What follows belongs to an exercise in optimizing a design on an open flow for small area, a short achievable clock period and few clock cycles; a production flow would make more cautious choices. In this exercise RTL edits were held to simulation tests only and were not proved equivalent to the original. Power figures rest on the tool's default switching activity, not on a simulated workload.

## 01-27
==> module regfile, before the edit <==
module regfile (
    input  logic           clk,
    input  logic [31:1]    rsel,
    output bus_pkg::word_t rd,
    input  logic           clr,
    input  logic           we,
    input  logic [4:0]     wa,
    input  bus_pkg::word_t wd
);
    bus_pkg::word_t regs [1:31];
    always_ff @(posedge clk) begin
        for (int i = 1; i < 32; i++) begin
            if (clr || (we && wa == 5'(i))) regs[i] <= wd;
        end
    end
    always_comb begin
        rd = '0;
        for (int i = 1; i < 32; i++) begin
            rd = rd | (regs[i] & {32{rsel[i]}});
        end
    end
endmodule
==> module mips_core, before the edit <==
module mips_core (
    input  logic             clk,
    input  logic             rst,
    output logic             mem_valid,
    output logic             mem_write,
    output logic             mem_uncached,
    output bus_pkg::addr_t   mem_addr,
    output bus_pkg::strobe_t mem_strobe,
    output bus_pkg::word_t   mem_wdata,
    input  bus_pkg::word_t   mem_rdata,
    input  logic             mem_ready
);
    logic        first;       
    logic        ex;          
    logic        dslot;       
    logic [3:0]  vtop;        
    logic [31:2] pc;          
    bus_pkg::word_t ir;
    bus_pkg::word_t a_q;      
    bus_pkg::word_t b_q;      
    bus_pkg::word_t y_q;      
    logic [31:1] rsel;        
    logic        clr;         
    logic        we;          
    logic [4:0]  wa;
    logic        wd_y, wd_mem;
    logic [4:0]  aop;
    logic        cin;
    logic        rpend;       
    logic [4:0]  rpend_rd;
    logic        byp_alu;     
    logic        byp_y;       
    logic        byp_rt;      
    logic        c_br, c_bne, c_mem, c_lw, c_sb, c_r, c_imm, c_rsub;
    logic [4:0]  c_rd, c_rt, c_rop;
    logic [5:0] opc, fn;
    logic [4:0] rs, rt, rd;
    logic       is_r, is_addiu, is_ori, is_lui, is_lw, is_sw, is_sb, is_beq, is_bne;
    logic [4:0] r_op;
    logic       r_sub;
    assign opc = ir[31:26];
    assign fn  = ir[5:0];
    assign rs  = ir[25:21];
    assign rt  = ir[20:16];
    assign rd  = ir[15:11];
    always_comb begin
        r_op  = 5'b00000;
        r_sub = 1'b0;
        case (fn)
            6'h21:   r_op = 5'b00001;
            6'h23:   begin r_op = 5'b00001; r_sub = 1'b1; end
            6'h24:   r_op = 5'b00010;
            6'h25:   r_op = 5'b00100;
            6'h2a:   begin r_op = 5'b01000; r_sub = 1'b1; end
            default: r_op = 5'b00000;
        endcase
    end
    assign is_r     = (opc == 6'h00) & (r_op != 5'b00000);
    assign is_addiu = (opc == 6'h09);
    assign is_ori   = (opc == 6'h0d);
    assign is_lui   = (opc == 6'h0f);
    assign is_lw    = (opc == 6'h23);
    assign is_sw    = (opc == 6'h2b);
    assign is_sb    = (opc == 6'h28);
    assign is_beq   = (opc == 6'h04);
    assign is_bne   = (opc == 6'h05);
    function automatic logic [31:1] onehot(input logic [4:0] r);
        for (int i = 1; i < 32; i++) onehot[i] = (r == 5'(i));
    endfunction
    bus_pkg::word_t rdata, alu_y, wdata, rt_val;
    assign wdata  = ({32{wd_y}} & y_q) | ({32{wd_mem}} & mem_rdata);
    assign rt_val = byp_rt ? y_q : rdata;
    regfile u_rf (
        .clk (clk),
        .rsel (rsel), .rd (rdata),
        .clr (clr), .we (we), .wa (wa), .wd (wdata)
    );
    alu u_alu (.op (aop), .cin (cin), .a (a_q), .b (b_q), .y (alu_y));
    logic        eq, taken, go_data, nex;
    logic [31:2] pc_inc, pc_tgt;
    bus_pkg::addr_t xinc, xtgt, xdat, nseq;
    logic        unc_d;
    logic [4:0]  nrs;
    assign eq      = byp_rt ? (a_q == y_q) : (a_q == rdata);
    assign taken   = ex & c_br & (eq ^ c_bne);
    assign go_data = ex & c_mem;
    assign nex     = ~go_data & ~taken;
    assign pc_inc  = pc + 30'd1;
    assign pc_tgt  = pc + {{14{ir[15]}}, ir[15:0]};
    addr_translate u_xi (.vaddr ({pc_inc, 2'b00}), .paddr (xinc), .uncached ());
    addr_translate u_xt (.vaddr ({pc_tgt, 2'b00}), .paddr (xtgt), .uncached ());
    addr_translate u_xd (.vaddr (alu_y), .paddr (xdat), .uncached (unc_d));
    assign nseq = go_data ? xdat : xinc;
    assign nrs  = dslot ? rs : mem_rdata[25:21];
    assign mem_valid = 1'b1;
    assign mem_wdata = b_q;
    always_ff @(posedge clk) begin
        if (rst) begin
            first     <= 1'b1;
            ex        <= 1'b0;
            dslot     <= 1'b0;
            vtop      <= 4'hb;
            mem_addr  <= 32'h1fc00000;
            mem_write <= 1'b0;
            clr       <= 1'b1;        
            we        <= 1'b0;
            wd_y      <= 1'b0;
            wd_mem    <= 1'b0;
            rpend     <= 1'b0;
        end else begin
            first <= mem_ready;
            clr   <= 1'b0;
            if (mem_ready) begin
                if (!dslot) ir <= mem_rdata;
                dslot     <= go_data;
                ex        <= nex;
                mem_addr  <= taken ? xtgt : nseq;
                if (!go_data) vtop <= taken ? pc_tgt[31:28] : pc_inc[31:28];
                mem_write <= go_data & ~c_lw;
                if (go_data) begin
                    mem_uncached <= unc_d;
                    mem_strobe   <= c_sb ? (4'b0001 << alu_y[1:0]) : 4'b1111;
                end
                if (ex) b_q <= c_sb ? {4{rt_val[7:0]}} : (c_rsub ? ~rt_val : rt_val);
                if (ex & c_imm) y_q <= alu_y;
                rsel     <= onehot(nrs);
                aop      <= c_rop;
                cin      <= c_rsub;
                rpend    <= ex & c_r;
                rpend_rd <= c_rd;
                byp_alu  <= ex & c_r & (c_rd == nrs);
                byp_y    <= ex & c_imm & (c_rt == nrs);
                byp_rt   <= 1'b0;
                we       <= (ex & c_imm) | (go_data & c_lw);
                wa       <= c_rt;
                wd_y     <= ex & c_imm;
                wd_mem   <= go_data & c_lw;
            end else if (first) begin
                if (!dslot) pc <= {vtop, mem_addr[27:2]};
                if (rpend) y_q <= alu_y;
                byp_rt <= rpend & (rpend_rd == rt);
                if (rpend) begin
                    we   <= 1'b1;
                    wa   <= rpend_rd;
                    wd_y <= 1'b1;
                end else if (!dslot) begin
                    we   <= 1'b0;
                    wd_y <= 1'b0;
                end
                if (ex) begin
                    a_q    <= byp_alu ? alu_y : (byp_y ? y_q : rdata);
                    b_q    <= is_lui ? {ir[15:0], 16'h0000} :
                              is_ori ? {16'h0000, ir[15:0]} : {{16{ir[15]}}, ir[15:0]};
                    aop    <= is_ori ? 5'b00100 : is_lui ? 5'b10000 : 5'b00001;
                    cin    <= 1'b0;
                    rsel   <= onehot(rt);
                    c_br   <= is_beq | is_bne;
                    c_bne  <= is_bne;
                    c_mem  <= is_lw | is_sw | is_sb;
                    c_lw   <= is_lw;
                    c_sb   <= is_sb;
                    c_r    <= is_r & (rd != 5'd0);
                    c_imm  <= is_addiu | is_ori | is_lui;
                    c_rd   <= rd;
                    c_rt   <= rt;
                    c_rop  <= r_op;
                    c_rsub <= r_sub;
                end
            end else begin
                byp_rt <= 1'b0;
                if (!dslot) we <= 1'b0;
                if (ex & c_imm) y_q <= alu_y;
            end
        end
    end
endmodule
Settings: LEC_CHECK=0, CAP_MARGIN=30, CORE_MARGIN=2, CORE_UTILIZATION=55, SLEW_MARGIN=30; clock period 12.0 ns.
standard.sh (not shown) runs the stock make flow with config.mk's settings and CLKGATE_MAP_FILE= SYNTH_SCRIPT=/design/flow/synth_recipe.tcl, a recipe that flattens the netlist after the stock synthesis.
==> flow/flow/run.sh <==
#!/bin/bash
# Standard layout (the standard.sh) with timing repair aimed well below
# the 12 ns period. Gate cloning is skipped: it left high-fanout nets that
# failed the slew check after routing. The clock tree uses clkbuf_8 cells
# and no dummy loads.
set -o pipefail
bash standard.sh SETUP_SLACK_MARGIN=8.8 SKIP_GATE_CLONING=1 \
  "CTS_ARGS=-sink_clustering_enable -repair_clock_nets -buf_list sky130_fd_sc_hd__clkbuf_8 -dont_use_dummy_load" \
  finish > standard_make.log 2>&1
Testbench counts of 01-27, summed over its fixed seeds: cycles 237,370.
### 01-27 -> 12-17
--- a/flow/design.v
+++ b/flow/design.v
@@ -63,4 +63,6 @@
     input  logic           clk,
     input  logic [31:1]    rsel,
+    input  logic           xsel,
+    input  bus_pkg::word_t xd,
     output bus_pkg::word_t rd,
     input  logic           clr,
@@ -76,5 +78,5 @@
     end
     always_comb begin
-        rd = '0;
+        rd = xd & {32{xsel}};
         for (int i = 1; i < 32; i++) begin
             rd = rd | (regs[i] & {32{rsel[i]}});
@@ -146,4 +148,5 @@
     bus_pkg::word_t y_q;      
     logic [31:1] rsel;        
+    logic        ysel;        
     logic        clr;         
     logic        we;          
@@ -155,6 +158,4 @@
     logic [4:0]  rpend_rd;
     logic        byp_alu;     
-    logic        byp_y;       
-    logic        byp_rt;      
     logic        c_br, c_bne, c_mem, c_lw, c_sb, c_r, c_imm, c_rsub;
     logic [4:0]  c_rd, c_rt, c_rop;
@@ -193,10 +194,9 @@
         for (int i = 1; i < 32; i++) onehot[i] = (r == 5'(i));
     endfunction
-    bus_pkg::word_t rdata, alu_y, wdata, rt_val;
+    bus_pkg::word_t rdata, alu_y, wdata;
     assign wdata  = ({32{wd_y}} & y_q) | ({32{wd_mem}} & mem_rdata);
-    assign rt_val = byp_rt ? y_q : rdata;
     regfile u_rf (
         .clk (clk),
-        .rsel (rsel), .rd (rdata),
+        .rsel (rsel), .xsel (ysel), .xd (y_q), .rd (rdata),
         .clr (clr), .we (we), .wa (wa), .wd (wdata)
     );
@@ -207,5 +207,5 @@
     logic        unc_d;
     logic [4:0]  nrs;
-    assign eq      = byp_rt ? (a_q == y_q) : (a_q == rdata);
+    assign eq      = (a_q == rdata);
     assign taken   = ex & c_br & (eq ^ c_bne);
     assign go_data = ex & c_mem;
@@ -247,7 +247,8 @@
                     mem_strobe   <= c_sb ? (4'b0001 << alu_y[1:0]) : 4'b1111;
                 end
-                if (ex) b_q <= c_sb ? {4{rt_val[7:0]}} : (c_rsub ? ~rt_val : rt_val);
+                if (ex) b_q <= c_sb ? {4{rdata[7:0]}} : (c_rsub ? ~rdata : rdata);
                 if (ex & c_imm) y_q <= alu_y;
-                rsel     <= onehot(nrs);
+                rsel     <= (ex & c_imm & (c_rt == nrs)) ? '0 : onehot(nrs);
+                ysel     <= ex & c_imm & (c_rt == nrs) & (nrs != 5'd0);
                 aop      <= c_rop;
                 cin      <= c_rsub;
@@ -255,6 +256,4 @@
                 rpend_rd <= c_rd;
                 byp_alu  <= ex & c_r & (c_rd == nrs);
-                byp_y    <= ex & c_imm & (c_rt == nrs);
-                byp_rt   <= 1'b0;
                 we       <= (ex & c_imm) | (go_data & c_lw);
                 wa       <= c_rt;
@@ -264,5 +263,5 @@
                 if (!dslot) pc <= {vtop, mem_addr[27:2]};
                 if (rpend) y_q <= alu_y;
-                byp_rt <= rpend & (rpend_rd == rt);
+                ysel   <= rpend & (rpend_rd == rt);
                 if (rpend) begin
                     we   <= 1'b1;
@@ -274,10 +273,10 @@
                 end
                 if (ex) begin
-                    a_q    <= byp_alu ? alu_y : (byp_y ? y_q : rdata);
+                    a_q    <= byp_alu ? alu_y : rdata;
                     b_q    <= is_lui ? {ir[15:0], 16'h0000} :
                               is_ori ? {16'h0000, ir[15:0]} : {{16{ir[15]}}, ir[15:0]};
                     aop    <= is_ori ? 5'b00100 : is_lui ? 5'b10000 : 5'b00001;
                     cin    <= 1'b0;
-                    rsel   <= onehot(rt);
+                    rsel   <= (rpend & (rpend_rd == rt)) ? '0 : onehot(rt);
                     c_br   <= is_beq | is_bne;
                     c_bne  <= is_bne;
@@ -293,5 +292,8 @@
                 end
             end else begin
-                byp_rt <= 1'b0;
+                if (ysel) begin
+                    rsel <= onehot(rt);    
+                    ysel <= 1'b0;
+                end
                 if (!dslot) we <= 1'b0;
                 if (ex & c_imm) y_q <= alu_y;
==> comparison <==
- | clock power share | 01-27 vs 12-17 | ≈ equal |
- Looking only at hold slack, and setting everything else aside, the higher value of 01-27 and 12-17 goes to 01-27.
- Looking only at end-of-flow core utilization, and setting everything else aside, the lower value of 01-27 and 12-17 goes to 12-17.
- Going from 01-27 to 12-17, final antenna diode count grows by 4.
- The die used by 12-17 is smaller than the one used by 01-27.
- 12-17 ended up with a lower synthesis-to-layout area growth than 01-27 did.
Testbench counts of 12-17, summed over its fixed seeds: cycles 237,370.

## what the ideal ports hide
The results above use ideal ports. As a check the final layouts listed here were re-extracted and re-timed, cells and wires unchanged. Step 1 (the two cells are an assumption about what drives the block):
set clk [get_ports {clk}]
set_driving_cell -lib_cell sky130_fd_sc_hd__clkbuf_16 $clk
set_driving_cell -lib_cell sky130_fd_sc_hd__buf_2 [delete_from_list [all_inputs] $clk]
Step 2 moves the port delays by t, midway between the first and last clock arrival at a register: inputs arrive t later, outputs are due t later. That takes back most of the time a late clock gives input paths. Three values: ideal, step 1, step 2; two values: the first two.
run | shift t [ns] | setup WS [ns] | worst hold slack (ns) | worst setup path after step 2 | clock arrival spread, ns
01-27 | 0.911 | 7.964 / 7.964 / 7.859 | 0.434 / 0.434 / 0.434 | input to register | 0.083 / 0.083
12-17 | 0.932 | 7.947 / 7.947 / 7.871 | 0.429 / 0.429 / 0.429 | input to register | 0.104 / 0.104
After both steps setup and hold are still met in every run listed. For 01-27, which loses most, drivers alone change the setup slack by 0.000 ns; drivers and shift together by -0.105 ns.
